Source: an optimization exercise on an open RTL-to-GDS flow (aim: small area, a short achievable clock period and few clock cycles per item). Production flows keep margins and buffers that such runs may drop. Where RTL was checked, it was by simulation tests only, not by an equivalence proof against the original. Power is estimated from default activity; no workload was simulated.

== wip/quartz ==
// wide_add_pipe
module wide_add_pipe #(
  parameter int WIDTH  = 256,
  parameter int LANE_W = 64,
  parameter int EN_W   = 8,
  parameter int CNT_W  = 16
) (
  input  logic             clk,
  input  logic             rst,
  input  logic             in_valid,
  output logic             in_ready,
  input  logic [WIDTH-1:0] op1,
  input  logic [WIDTH-1:0] op2,
  input  logic             sub,
  input  logic [EN_W-1:0]  en1,
  input  logic [EN_W-1:0]  en2,
  output logic             out_valid,
  input  logic             out_ready,
  output logic [WIDTH-1:0] res,
  output logic             carry_out,
  output logic [CNT_W-1:0] drop_cnt
);
==> module wide_add_pipe, before the edit <==
module wide_add_pipe #(
  parameter int WIDTH  = 256,
  parameter int LANE_W = 64,
  parameter int EN_W   = 8,
  parameter int CNT_W  = 16
) (
  input  logic             clk,
  input  logic             rst,
  input  logic             in_valid,
  output logic             in_ready,
  input  logic [WIDTH-1:0] op1,
  input  logic [WIDTH-1:0] op2,
  input  logic             sub,
  input  logic [EN_W-1:0]  en1,
  input  logic [EN_W-1:0]  en2,
  output logic             out_valid,
  input  logic             out_ready,
  output logic [WIDTH-1:0] res,
  output logic             carry_out,
  output logic [CNT_W-1:0] drop_cnt
);
  localparam int BLK_W = 8;                 
  localparam int SUP_W = 128;                
  localparam int NS    = WIDTH / SUP_W;     
  localparam int M     = SUP_W / BLK_W;     
  localparam int LVM   = $clog2(M);
  logic             advance;
  logic             gate;
  logic             is_sub;
  logic [WIDTH-1:0] b_in;
  assign gate = &(en1 ^ en2);
  assign advance  = !out_valid || out_ready;
  assign in_ready = advance;
  assign is_sub = (sub == wide_add_pkg::SUB);
  assign b_in   = op2 ^ {WIDTH{is_sub}};
  logic valid_q;
  always_ff @(posedge clk) begin
    if (rst) begin
      valid_q <= 1'b0;
    end else if (advance) begin
      valid_q <= in_valid && gate;
    end
  end
  logic [NS-1:0] sg_q;    
  logic [NS-1:0] sp_q;    
  logic [NS:0]   sc;      
  for (genvar s = 0; s < NS; s++) begin : g_sup
    logic [SUP_W-1:0] bsum;
    logic [M-1:0]     bg;
    logic [M-1:0]     bp;
    for (genvar m = 0; m < M; m++) begin : g_blk
      localparam int LO = s * SUP_W + m * BLK_W;
      logic [BLK_W-1:0] a;
      logic [BLK_W-1:0] b;
      logic [BLK_W-1:0] sm;
      logic             ci;
      logic             g;
      logic             p;
      assign a  = op1[LO +: BLK_W];
      assign b  = b_in[LO +: BLK_W];
      assign ci = (LO == 0) ? is_sub : 1'b0;
      wide_add_lane #(.BLK_W(BLK_W)) u_lane (
        .a    (a),
        .b    (b),
        .cin  (ci),
        .sum  (sm),
        .gen  (g),
        .prop (p)
      );
      assign bsum[m*BLK_W +: BLK_W] = sm;
      assign bg[m] = g;
      assign bp[m] = (LO == 0) ? 1'b0 : p;
    end
    logic [M-1:0] pg [LVM+1];
    logic [M-1:0] pp [LVM+1];
    assign pg[0] = bg;
    assign pp[0] = bp;
    for (genvar l = 0; l < LVM; l++) begin : g_lvl
      for (genvar m = 0; m < M; m++) begin : g_node
        if (((m >> l) & 1) == 1) begin : g_comb
          localparam int J = ((m >> l) << l) - 1;
          assign pg[l+1][m] = pg[l][m] | (pp[l][m] & pg[l][J]);
          assign pp[l+1][m] = pp[l][m] & pp[l][J];
        end else begin : g_pass
          assign pg[l+1][m] = pg[l][m];
          assign pp[l+1][m] = pp[l][m];
        end
      end
    end
    logic [SUP_W-1:0] sum_q;
    logic [M-1:1]     cyl_q;    
    logic [M-1:1]     ppl_q;    
    logic             sg_r;
    logic             sp_r;
    always_ff @(posedge clk) begin
      if (advance) begin
        sum_q   <= bsum;
        cyl_q   <= pg[LVM][M-2:0];
        ppl_q   <= pp[LVM][M-2:0];
        sg_r    <= pg[LVM][M-1];
        sp_r    <= pp[LVM][M-1];
      end
    end
    assign sg_q[s] = sg_r;
    assign sp_q[s] = sp_r;
    for (genvar m = 0; m < M; m++) begin : g_inc
      localparam int LO = s * SUP_W + m * BLK_W;
      logic [BLK_W-1:0] sm;
      logic [BLK_W-1:0] low_ones;
      logic             cin;
      assign sm = sum_q[m*BLK_W +: BLK_W];
      if (m == 0) begin : g_first
        assign cin = sc[s];
      end else begin : g_rest
        assign cin = cyl_q[m] | (ppl_q[m] & sc[s]);
      end
      assign low_ones[0] = 1'b1;
      for (genvar i = 1; i < BLK_W; i++) begin : g_bit
        assign low_ones[i] = &sm[i-1:0];
      end
      assign res[LO +: BLK_W] = sm ^ (low_ones & {BLK_W{cin}});
    end
  end
  assign sc[0] = 1'b0;
  for (genvar s = 0; s < NS; s++) begin : g_sc
    assign sc[s+1] = sg_q[s] | (sp_q[s] & sc[s]);
  end
  assign out_valid = valid_q;
  assign carry_out = sc[NS];
  logic             drop_inc;
  logic [CNT_W-1:0] cnt_ones;
  assign drop_inc    = in_valid && in_ready && !gate && !(&drop_cnt);
  assign cnt_ones[0] = 1'b1;
  for (genvar i = 1; i < CNT_W; i++) begin : g_ones
    assign cnt_ones[i] = &drop_cnt[i-1:0];
  end
  always_ff @(posedge clk) begin
    if (rst) begin
      drop_cnt <= '0;
    end else if (drop_inc) begin
      drop_cnt <= drop_cnt ^ cnt_ones;
    end
  end
endmodule
export LEC_CHECK = 0
export CAP_MARGIN = 20
export CORE_MARGIN = 2
export CORE_UTILIZATION = 40
export SETUP_SLACK_MARGIN = 0.8
export SLEW_MARGIN = 20
create_clock -name core_clock -period 4.2 [get_ports {clk}]
standard.sh (not shown) runs the stock make flow with config.mk's settings and CLKGATE_MAP_FILE= SYNTH_SCRIPT=/design/flow/synth_recipe.tcl, a recipe that flattens the netlist after the stock synthesis.
==> flow/flow/run.sh <==
#!/bin/bash
# Layout flow: the standard ORFS flow (standard.sh, including its
# standard synthesis), with plain buffers instead of ORFS's default
# delay-buffer cell for the port buffers that global placement inserts.
# Every input and output port still gets its own buffer.
set -euo pipefail
export BUFFER_PORTS_ARGS="-buffer_cell sky130_fd_sc_hd__buf_1"
bash standard.sh "BUFFER_PORTS_ARGS=$BUFFER_PORTS_ARGS" finish > flow_standard.log 2>&1
wip/quartz reached the final stage; the timing, design-rule and antenna checks on its layout passed.
diff inputs: wip/quartz => wip/cedar
--- a/flow/design.v
+++ b/flow/design.v
@@ -37,16 +37,16 @@
   input  logic             out_ready,
   output logic [WIDTH-1:0] res,
   output logic             carry_out,
   output logic [CNT_W-1:0] drop_cnt
 );
   localparam int BLK_W = 8;                 
-  localparam int SUP_W = 128;                
+  localparam int SUP_W = 64;                
   localparam int NS    = WIDTH / SUP_W;     
   localparam int M     = SUP_W / BLK_W;     
-  localparam int LVM   = $clog2(M);
+  localparam int LVM   = (M > 16) ? 5 : (M > 8) ? 4 : (M > 4) ? 3 : (M > 2) ? 2 : 1;
   logic             advance;
   logic             gate;
   logic             is_sub;
   logic [WIDTH-1:0] b_in;
   assign gate = &(en1 ^ en2);
   assign advance  = !out_valid || out_ready;
Notes after the runs:
- From wip/quartz to wip/cedar the numbers moved as follows: combinational group share of total power comparable; number of buffers inserted during clock tree synthesis went up by 5.0%; power went up by 0.54 mW; sequential cell area fraction in the yosys report up 0.67 points.
- For starting density of the core, wip/quartz and wip/cedar come out practically identical.
- Between wip/quartz and wip/cedar, xor/xnor share of the synthesized area decreased.
- wip/cedar ends up with a cell count that is 47 lower than in wip/quartz.
- Routed wire in wip/cedar totals more than in wip/quartz.
- met1 layer wirelength in the final routing was lower in the run labelled wip/quartz.
- res[202] as the end point of the critical path was reported by wip/cedar, and g_sup[0].cyl_q[7] by wip/quartz.
Testbench counts of wip/cedar, summed over its fixed seeds: cycles 2,403, items 2,400.
The RTL of wip/quartz was laid out without a check of its function.

[static timing again, ports no longer ideal]
The flow's constraints put no driver on any port. The routed layouts listed below were extracted and timed again, unchanged, in two steps.
Step 1 (the two cells are an assumption about what drives the block):
set clk [get_ports {clk}]
set_driving_cell -lib_cell sky130_fd_sc_hd__clkbuf_16 $clk
set_driving_cell -lib_cell sky130_fd_sc_hd__buf_2 [delete_from_list [all_inputs] $clk]
Step 2 also shifts input and output timing later by t, the mid clock arrival at the registers, as if the neighbouring blocks saw the same clock.
Slacks: ideal ports / drivers / drivers and shift; pairs: ideal ports / drivers.
run | shift t [ns] | setup slack, ns | worst setup path at the end
wip/quartz | 0.603 | 0.768 / 0.785 / 0.182 | input to register
wip/cedar | 0.615 | 0.745 / 0.682 / 0.210 | input to register
After both steps every run listed still meets setup and hold. The setup slack of wip/quartz, which loses most, moves by +0.017 ns with the drivers and by -0.586 ns with both steps.
